From an optimization exercise on the open Yosys and OpenROAD flow, aimed at small area, a short achievable clock period and few clock cycles per item; shortcuts taken in it are not production practice. At most, simulation tests tie the RTL to the original design; equivalence was not proved.

## try-indigo
==> flow/design.v (excerpt) <==
module subtitle_pixel_src_over_blend_unit #(
  parameter int unsigned MaxCanvasDim = spsob_pkg::MaxCanvasDim
) (
  input  wire logic              clk_i,
  input  wire logic              rst_ni,
  input  wire logic              start,
  output logic                   busy,
  input  wire logic [103:0]      req_i,
  output logic                   done_o,
  output logic [56:0]            res_o,
  input  wire logic              cfg_valid_i,
  output logic                   cfg_ready_o,
  input  wire logic              cfg_index_i,
  input  wire logic [12:0]       cfg_data_i
);
==> flow/config.mk <==
export PLATFORM = sky130hd
export DESIGN_NAME = subtitle_pixel_src_over_blend_unit
export DESIGN_NICKNAME = subtitle_pixel_src_over_blend_unit
export VERILOG_FILES = /design/flow/design.v
export SDC_FILE = /design/flow/constraint.sdc
export NUM_CORES = 4
export LEC_CHECK = 0
export CAP_MARGIN = 20
export CORE_MARGIN = 2
export CORE_UTILIZATION = 40
export SLEW_MARGIN = 20
==> flow/constraint.sdc <==
create_clock -name core_clock -period 24.0 [get_ports {clk_i}]
set_input_delay 4.8000 -clock core_clock [delete_from_list [all_inputs] [get_ports {clk_i}]]
set_output_delay 4.8000 -clock core_clock [all_outputs]
set_load 0.01 [all_outputs]
standard.sh (not shown) runs the stock make flow with config.mk's settings and CLKGATE_MAP_FILE= SYNTH_SCRIPT=/design/flow/synth_recipe.tcl, a recipe that flattens the netlist after the stock synthesis.
==> flow/flow/run.sh <==
#!/bin/bash
# Standard layout flow with these changes:
#  - synthesis runs Yosys's synth with -noabc (the final ABC mapping still runs), so the
#    hand-built adder trees reach the full-adder extraction as written;
#  - port buffers are sky130_fd_sc_hd__buf_2 (every port is still buffered);
#  - larger clock-tree sink clusters;
#  - timing repair aims for SETUP_SLACK_MARGIN ns of setup slack.
set -euo pipefail
sed '1s/yosys synth -nofsm -noshare /yosys synth -nofsm -noshare -noabc /' synth_recipe.tcl > synth_noabc.tcl
grep -q -- '-noabc' synth_noabc.tcl
bash standard.sh SYNTH_SCRIPT="$PWD/synth_noabc.tcl" SETUP_SLACK_MARGIN=17.5 \
  "BUFFER_PORTS_ARGS=-buffer_cell sky130_fd_sc_hd__buf_2" \
  CTS_CLUSTER_SIZE=24 CTS_CLUSTER_DIAMETER=120 CORE_UTILIZATION=60 \
  finish > make_finish.log 2>&1
Looking at the reports, try-indigo completed the entire flow and the layout it produced met the timing, DRC and antenna checks.
Testbench counts of try-indigo, summed over its fixed seeds: cycles 12,056, items 12,000.
Changes in try-yarrow relative to try-indigo:
==> flow/flow/run.sh <==
#!/bin/bash
# Standard layout flow with these changes:
#  - synthesis runs Yosys's synth with -noabc (the final ABC mapping still runs), so the
#    hand-built adder trees reach the full-adder extraction as written;
#  - port buffers are sky130_fd_sc_hd__buf_2 (every port is still buffered);
#  - larger clock-tree sink clusters;
#  - timing repair aims for SETUP_SLACK_MARGIN ns of setup slack.
set -euo pipefail
sed '1s/yosys synth -nofsm -noshare /yosys synth -nofsm -noshare -noabc /' synth_recipe.tcl > synth_noabc.tcl
grep -q -- '-noabc' synth_noabc.tcl
bash standard.sh SYNTH_SCRIPT="$PWD/synth_noabc.tcl" SETUP_SLACK_MARGIN=18.1 \
  "BUFFER_PORTS_ARGS=-buffer_cell sky130_fd_sc_hd__buf_2" \
  CTS_CLUSTER_SIZE=24 CTS_CLUSTER_DIAMETER=120 CORE_UTILIZATION=60 ABC_AREA=1 \
  finish > make_finish.log 2>&1
## What came out
- try-yarrow was carried through to the last stage, and its layout satisfied the timing, DRC and antenna checks.
- Antenna diode instance count up 1 in try-yarrow wrt try-indigo
- try-yarrow ends up with a final hold slack that is 0.0083 ns higher than in try-indigo.
- Summary of try-yarrow over try-indigo: fraction of area in multi-input gates shows a reduction of 2.9 points; tap cell count shows an increase of about 9%.
- xr3_q[5] as the launching element of the worst setup path was reported by try-indigo, and vld_q[6] by try-yarrow.
[inputs] try-umber vs try-yarrow
==> flow/flow/run.sh <==
#!/bin/bash
# Standard layout flow with these changes:
#  - synthesis runs Yosys's synth with -noabc (the final ABC mapping still runs), so the
#    hand-built adder trees reach the full-adder extraction as written;
#  - port buffers are sky130_fd_sc_hd__buf_2 (every port is still buffered);
#  - larger clock-tree sink clusters;
#  - timing repair aims for SETUP_SLACK_MARGIN ns of setup slack.
set -euo pipefail
sed '1s/yosys synth -nofsm -noshare /yosys synth -nofsm -noshare -noabc /' synth_recipe.tcl > synth_noabc.tcl
grep -q -- '-noabc' synth_noabc.tcl
bash standard.sh SYNTH_SCRIPT="$PWD/synth_noabc.tcl" SETUP_SLACK_MARGIN=17.6 \
  "BUFFER_PORTS_ARGS=-buffer_cell sky130_fd_sc_hd__buf_2" \
  CTS_CLUSTER_SIZE=24 CTS_CLUSTER_DIAMETER=120 CORE_UTILIZATION=60 \
  finish > make_finish.log 2>&1
## What came out
- try-umber finished every step from synthesis to the final layout, and the layout passed the timing, DRC and antenna checks.
- Relative to try-yarrow, the share of cell area taken by multi-input logic gates of try-umber is higher by 2.9 points.
- Between try-umber and try-yarrow, the overall track demand over capacity in global routing is lower for try-umber.
- try-umber vs try-yarrow, die height went down by 3.0%.
- Where worst-case setup margin in the final layout is concerned, try-yarrow is better than try-umber.
- try-umber vs try-yarrow — routed wire length dropped 10%.
#### Input delta (try-raven over try-umber)
-- flow/flow/run.sh --
<<< try-umber, line 11
bash standard.sh SYNTH_SCRIPT="$PWD/synth_noabc.tcl" SETUP_SLACK_MARGIN=17.6 \
  "BUFFER_PORTS_ARGS=-buffer_cell sky130_fd_sc_hd__buf_2" \
  CTS_CLUSTER_SIZE=24 CTS_CLUSTER_DIAMETER=120 CORE_UTILIZATION=60 \
  finish > make_finish.log 2>&1
>>> try-raven, line 11
bash standard.sh SYNTH_SCRIPT="$PWD/synth_noabc.tcl" SETUP_SLACK_MARGIN=17.6 \
  "BUFFER_PORTS_ARGS=-buffer_cell sky130_fd_sc_hd__buf_2" \
  CTS_CLUSTER_SIZE=24 CTS_CLUSTER_DIAMETER=120 CORE_UTILIZATION=60 ABC_AREA=1 \
  finish > make_finish.log 2>&1
[summary]
- try-umber has higher total of clock buffers placed in the layout than try-raven.
- Compared with try-umber, in try-raven sequential share of layout area fell 0.91 points; count of filler cells inserted in the layout rose about 20%.
- Summed area of non-filler cells in the final layout sits higher in try-raven than in try-umber.
- Compared with try-umber, routed wire length in try-raven increased by more than 10%.
[inputs] try-pepper vs try-raven
-- flow/flow/run.sh --
<<< try-raven, line 11
bash standard.sh SYNTH_SCRIPT="$PWD/synth_noabc.tcl" SETUP_SLACK_MARGIN=17.6 \
  "BUFFER_PORTS_ARGS=-buffer_cell sky130_fd_sc_hd__buf_2" \
  CTS_CLUSTER_SIZE=24 CTS_CLUSTER_DIAMETER=120 CORE_UTILIZATION=60 ABC_AREA=1 \
  finish > make_finish.log 2>&1
>>> try-pepper, line 11
bash standard.sh SYNTH_SCRIPT="$PWD/synth_noabc.tcl" SETUP_SLACK_MARGIN=17.6 \
  "BUFFER_PORTS_ARGS=-buffer_cell sky130_fd_sc_hd__buf_2" \
  CTS_CLUSTER_SIZE=24 CTS_CLUSTER_DIAMETER=120 CORE_UTILIZATION=60 GPL_TIMING_DRIVEN=0 \
  finish > make_finish.log 2>&1
==> summary.txt <==
Relative to try-raven, the period utilization of try-pepper is higher by 1.4 points.
Relative to try-raven, share of cells above drive strength 1 increased by 9.6 points in try-pepper.
Compared with try-raven, final weighted congestion in routability-driven placement in try-pepper decreased by a few percent.
Of try-pepper and try-raven, the higher register-to-register slack belongs to try-raven.
Actual slew at the worst max-slew pin (lower): try-raven
Diff try-raven..try-pepper | async set-or-reset flop fraction in the synthesized netlist | unchanged
In the flow results for try-pepper and try-raven, the die outline area is larger on try-raven.


subtitle_pixel_src_over_blend_unit, a different RTL version from the one above (not shown whole).
Size: about 750 flip-flops, roughly 180 I/O pins, ~50,000 µm² of cells after synthesis.
==> flow/design.v (excerpt) <==
module subtitle_pixel_src_over_blend_unit #(
  parameter int unsigned MaxCanvasDim = spsob_pkg::MaxCanvasDim
) (
  input  wire logic              clk_i,
  input  wire logic              rst_ni,
  input  wire logic              start,
  output logic                   busy,
  input  wire logic [103:0]      req_i,
  output logic                   done_o,
  output logic [56:0]            res_o,
  input  wire logic              cfg_valid_i,
  output logic                   cfg_ready_o,
  input  wire logic              cfg_index_i,
  input  wire logic [12:0]       cfg_data_i
);
export LEC_CHECK = 0
export CAP_MARGIN = 20
export CORE_MARGIN = 2
export CORE_UTILIZATION = 40
export SLEW_MARGIN = 20
create_clock -name core_clock -period 24.0 [get_ports {clk_i}]
==> flow/flow/run.sh <==
#!/bin/bash
# Standard layout flow with these changes:
#  - synthesis runs Yosys's synth with -noabc (the final ABC mapping still runs), so the
#    hand-built adder trees reach the full-adder extraction as written;
#  - port buffers are sky130_fd_sc_hd__buf_2 (every port is still buffered);
#  - larger clock-tree sink clusters;
#  - timing repair aims for SETUP_SLACK_MARGIN ns of setup slack.
set -euo pipefail
sed '1s/yosys synth -nofsm -noshare /yosys synth -nofsm -noshare -noabc /' synth_recipe.tcl > synth_noabc.tcl
grep -q -- '-noabc' synth_noabc.tcl
bash standard.sh SYNTH_SCRIPT="$PWD/synth_noabc.tcl" SETUP_SLACK_MARGIN=17 \
  "BUFFER_PORTS_ARGS=-buffer_cell sky130_fd_sc_hd__buf_2" \
  CTS_CLUSTER_SIZE=30 CTS_CLUSTER_DIAMETER=150 CORE_UTILIZATION=60 \
  finish > make_finish.log 2>&1
The baseline completed with no timing, DRC or antenna violations.
Rerun with:
--- a/flow/flow/run.sh
+++ b/flow/flow/run.sh
@@ -12,3 +12,3 @@
   "BUFFER_PORTS_ARGS=-buffer_cell sky130_fd_sc_hd__buf_2" \
-  CTS_CLUSTER_SIZE=30 CTS_CLUSTER_DIAMETER=150 CORE_UTILIZATION=60 \
+  CTS_CLUSTER_SIZE=30 CTS_CLUSTER_DIAMETER=150 \
   finish > make_finish.log 2>&1
Non-clock buffer count decreases by 9; global-route usage decreases by 8.4 points; clock skew barely changes; synthesized cell count does not change; die area increases by well over a third; hold slack got worse by 0.023 ns; design area increases slightly.
No functional check of the RTL was part of any run of this note.


subtitle_pixel_src_over_blend_unit with an RTL version that a note above also has.
Size: roughly 6100 cells after synthesis, about 730 flip-flops, ~180 I/O pins.
export LEC_CHECK = 0
export CAP_MARGIN = 20
export CORE_MARGIN = 2
export CORE_UTILIZATION = 40
export SLEW_MARGIN = 20
create_clock -name core_clock -period 24.0 [get_ports {clk_i}]
==> flow/flow/run.sh <==
#!/bin/bash
# Standard layout flow with these changes:
#  - synthesis runs Yosys's synth with -noabc (the final ABC mapping still runs), so the
#    hand-built adder trees reach the full-adder extraction as written;
#  - port buffers are sky130_fd_sc_hd__buf_2 (every port is still buffered);
#  - larger clock-tree sink clusters;
#  - timing repair aims for SETUP_SLACK_MARGIN ns of setup slack.
set -euo pipefail
sed '1s/yosys synth -nofsm -noshare /yosys synth -nofsm -noshare -noabc /' synth_recipe.tcl > synth_noabc.tcl
grep -q -- '-noabc' synth_noabc.tcl
bash standard.sh SYNTH_SCRIPT="$PWD/synth_noabc.tcl" SETUP_SLACK_MARGIN=17.3 \
  "BUFFER_PORTS_ARGS=-buffer_cell sky130_fd_sc_hd__buf_2" \
  CTS_CLUSTER_SIZE=24 CTS_CLUSTER_DIAMETER=120 CORE_UTILIZATION=60 ABC_AREA=1 \
  finish > make_finish.log 2>&1
The first run completed without violations.
Testbench counts at the start, summed over its fixed seeds: cycles 12,056, items 12,000.
Change:
--- a/flow/flow/run.sh
+++ b/flow/flow/run.sh
@@ -10,5 +10,5 @@
 grep -q -- '-noabc' synth_noabc.tcl
-bash standard.sh SYNTH_SCRIPT="$PWD/synth_noabc.tcl" SETUP_SLACK_MARGIN=17.3 \
+bash standard.sh SYNTH_SCRIPT="$PWD/synth_noabc.tcl" SETUP_SLACK_MARGIN=17.6 \
   "BUFFER_PORTS_ARGS=-buffer_cell sky130_fd_sc_hd__buf_2" \
-  CTS_CLUSTER_SIZE=24 CTS_CLUSTER_DIAMETER=120 CORE_UTILIZATION=60 ABC_AREA=1 \
+  CTS_CLUSTER_SIZE=24 CTS_CLUSTER_DIAMETER=120 CORE_UTILIZATION=50 \
   finish > make_finish.log 2>&1
After rerunning: Routed wire length went down by 7.4%. Count of clock-buffer cells in the layout went up by 5. Cell area went down by 1.6%.
Change:
--- a/flow/flow/run.sh
+++ b/flow/flow/run.sh
@@ -10,5 +10,5 @@
 grep -q -- '-noabc' synth_noabc.tcl
-bash standard.sh SYNTH_SCRIPT="$PWD/synth_noabc.tcl" SETUP_SLACK_MARGIN=17.6 \
+bash standard.sh SYNTH_SCRIPT="$PWD/synth_noabc.tcl" SETUP_SLACK_MARGIN=17.9 \
   "BUFFER_PORTS_ARGS=-buffer_cell sky130_fd_sc_hd__buf_2" \
-  CTS_CLUSTER_SIZE=24 CTS_CLUSTER_DIAMETER=120 CORE_UTILIZATION=50 \
+  CTS_CLUSTER_SIZE=24 CTS_CLUSTER_DIAMETER=120 CORE_UTILIZATION=60 \
   finish > make_finish.log 2>&1
What happened: Core utilization goes up by 13 points. Cell area goes up slightly. Via count goes up slightly. Flip-flop and latch count does not change. Routed wire length goes up slightly.


subtitle_pixel_src_over_blend_unit, a different RTL version from the one above (not shown whole).
Size in the first run: about 730 flip-flops, roughly 180 I/O pins, ~49,000 um^2 of cells after synthesis.
clock: 24.0 ns
lec_check: 0
cap_margin: 20
core_margin: 2
core_utilization: 40
slew_margin: 20
==> flow/flow/run.sh <==
#!/bin/bash
# Standard layout flow with these changes:
#  - synthesis runs Yosys's synth with -noabc (the final ABC mapping still runs), so the
#    hand-built adder trees reach the full-adder extraction as written;
#  - port buffers are sky130_fd_sc_hd__buf_2 (every port is still buffered);
#  - larger clock-tree sink clusters;
#  - timing repair aims for SETUP_SLACK_MARGIN ns of setup slack.
set -euo pipefail
sed '1s/yosys synth -nofsm -noshare /yosys synth -nofsm -noshare -noabc /' synth_recipe.tcl > synth_noabc.tcl
grep -q -- '-noabc' synth_noabc.tcl
bash standard.sh SYNTH_SCRIPT="$PWD/synth_noabc.tcl" SETUP_SLACK_MARGIN=17.4 \
  "BUFFER_PORTS_ARGS=-buffer_cell sky130_fd_sc_hd__buf_2" \
  CTS_CLUSTER_SIZE=24 CTS_CLUSTER_DIAMETER=120 CORE_UTILIZATION=60 \
  finish > make_finish.log 2>&1
Testbench counts at the start, summed over its fixed seeds: cycles 12,056, items 12,000.
Rerun with:
--- a/flow/flow/run.sh
+++ b/flow/flow/run.sh
@@ -11 +11 @@
-bash standard.sh SYNTH_SCRIPT="$PWD/synth_noabc.tcl" SETUP_SLACK_MARGIN=17.4 \
+bash standard.sh SYNTH_SCRIPT="$PWD/synth_noabc.tcl" SETUP_SLACK_MARGIN=17.6 \
@@ -13 +13 @@
-  CTS_CLUSTER_SIZE=24 CTS_CLUSTER_DIAMETER=120 CORE_UTILIZATION=60 \
+  CTS_CLUSTER_SIZE=24 CTS_CLUSTER_DIAMETER=120 CORE_UTILIZATION=75 \
After rerunning:
- synthesized area stays the same
- clock skew hardly moves
- via count rose by 3.8%


north:
subtitle_pixel_src_over_blend_unit with an RTL version that a note above also has.
Size in the first run: about 6100 cells after synthesis, roughly 730 flip-flops, about 180 I/O pins.
==> flow/config.mk <==
export PLATFORM = sky130hd
export DESIGN_NAME = subtitle_pixel_src_over_blend_unit
export DESIGN_NICKNAME = subtitle_pixel_src_over_blend_unit
export VERILOG_FILES = /design/flow/design.v
export SDC_FILE = /design/flow/constraint.sdc
export NUM_CORES = 4
export LEC_CHECK = 0
export CAP_MARGIN = 20
export CORE_MARGIN = 2
export CORE_UTILIZATION = 40
export SLEW_MARGIN = 20
==> flow/constraint.sdc <==
create_clock -name core_clock -period 24.0 [get_ports {clk_i}]
set_input_delay 4.8000 -clock core_clock [delete_from_list [all_inputs] [get_ports {clk_i}]]
set_output_delay 4.8000 -clock core_clock [all_outputs]
set_load 0.01 [all_outputs]
==> flow/flow/run.sh <==
#!/bin/bash
# Standard layout flow with these changes:
#  - synthesis runs Yosys's synth with -noabc (the final ABC mapping still runs), so the
#    hand-built adder trees reach the full-adder extraction as written;
#  - port buffers are sky130_fd_sc_hd__buf_2 (every port is still buffered);
#  - larger clock-tree sink clusters;
#  - timing repair aims for SETUP_SLACK_MARGIN ns of setup slack.
set -euo pipefail
sed '1s/yosys synth -nofsm -noshare /yosys synth -nofsm -noshare -noabc /' synth_recipe.tcl > synth_noabc.tcl
grep -q -- '-noabc' synth_noabc.tcl
bash standard.sh SYNTH_SCRIPT="$PWD/synth_noabc.tcl" SETUP_SLACK_MARGIN=17.9 \
  "BUFFER_PORTS_ARGS=-buffer_cell sky130_fd_sc_hd__buf_2" \
  CTS_CLUSTER_SIZE=24 CTS_CLUSTER_DIAMETER=120 CORE_UTILIZATION=60 ABC_AREA=1 \
  finish > make_finish.log 2>&1
north closes out successfully: all stages finished, all timing, DRC and antenna checks passed.
Testbench counts of north, summed over its fixed seeds: cycles 12,056, items 12,000.
Here is what was changed in the inputs of south compared with north.
==> flow/flow/run.sh <==
#!/bin/bash
# Standard layout flow with these changes:
#  - synthesis runs Yosys's synth with -noabc (the final ABC mapping still runs), so the
#    hand-built adder trees reach the full-adder extraction as written;
#  - port buffers are sky130_fd_sc_hd__buf_2 (every port is still buffered);
#  - larger clock-tree sink clusters;
#  - timing repair aims for SETUP_SLACK_MARGIN ns of setup slack.
set -euo pipefail
sed '1s/yosys synth -nofsm -noshare /yosys synth -nofsm -noshare -noabc /' synth_recipe.tcl > synth_noabc.tcl
grep -q -- '-noabc' synth_noabc.tcl
bash standard.sh SYNTH_SCRIPT="$PWD/synth_noabc.tcl" SETUP_SLACK_MARGIN=17.6 \
  "BUFFER_PORTS_ARGS=-buffer_cell sky130_fd_sc_hd__buf_2" \
  CTS_CLUSTER_SIZE=24 CTS_CLUSTER_DIAMETER=120 CORE_UTILIZATION=60 PLACE_DENSITY=0.8 \
  finish > make_finish.log 2>&1
Results
- Simple-gate area share of the yosys netlist was lower in south than in north.
- south ends up with a count of standard-cell rows that is about 3.7% lower than in north.

-- separate check: timing with driven ports --
In the flow no input, the clock included, has a driving cell. The finished layouts below were timed again as built, in two steps. Step 1: set_driving_cell puts a clkbuf_16 on clk_i and a buf_2 on each other input, an assumption about the parent block. Step 2 moves the port delays by t, midway between the first and last clock arrival at a register: inputs arrive t later, outputs are due t later. That takes back most of the time a late clock gives input paths. a / b / c = no drivers / after step 1 / after step 2; a / b = the first two.
run | t, ns | setup WS [ns] | worst setup path at the end | pins driven straight from the clock port
try-indigo | 0.665 | 17.746 / 17.746 / 17.324 | input to register | 1
try-yarrow | 0.643 | 18.095 / 18.029 / 17.803 | input to register | 1
try-umber | 0.649 | 17.823 / 17.823 / 17.378 | input to register | 1
try-raven | 0.643 | 18.005 / 18.005 / 17.688 | input to register | 1
try-pepper | 0.655 | 17.678 / 17.678 / 17.152 | input to register | 1
the first run of note 2 | 0.704 | 17.241 / 17.241 / 17.225 | input to register | 1
the second run of note 2 | 0.742 | 17.226 / 17.226 / 17.218 | input to register | 1
the first run of note 3 | 0.642 | 17.829 / 17.829 / 17.677 | input to register | 1
the second run of note 3 | 0.679 | 17.846 / 17.846 / 17.241 | input to register | 1
the third run of note 3 | 0.657 | 17.813 / 17.813 / 17.351 | input to register | 1
the first run of note 4 | 0.648 | 17.557 / 17.557 / 17.210 | input to register | 1
the second run of note 4 | 0.647 | 17.505 / 17.505 / 17.234 | input to register | 1
north | 0.642 | 18.097 / 18.032 / 17.688 | input to register | 1
south | 0.671 | 17.643 / 17.643 / 17.328 | input to register | 1
After both steps setup and hold are still met in every run listed. The setup slack of the second run of note 3, which loses most, moves by 0.000 ns with the drivers and by -0.605 ns with both steps.
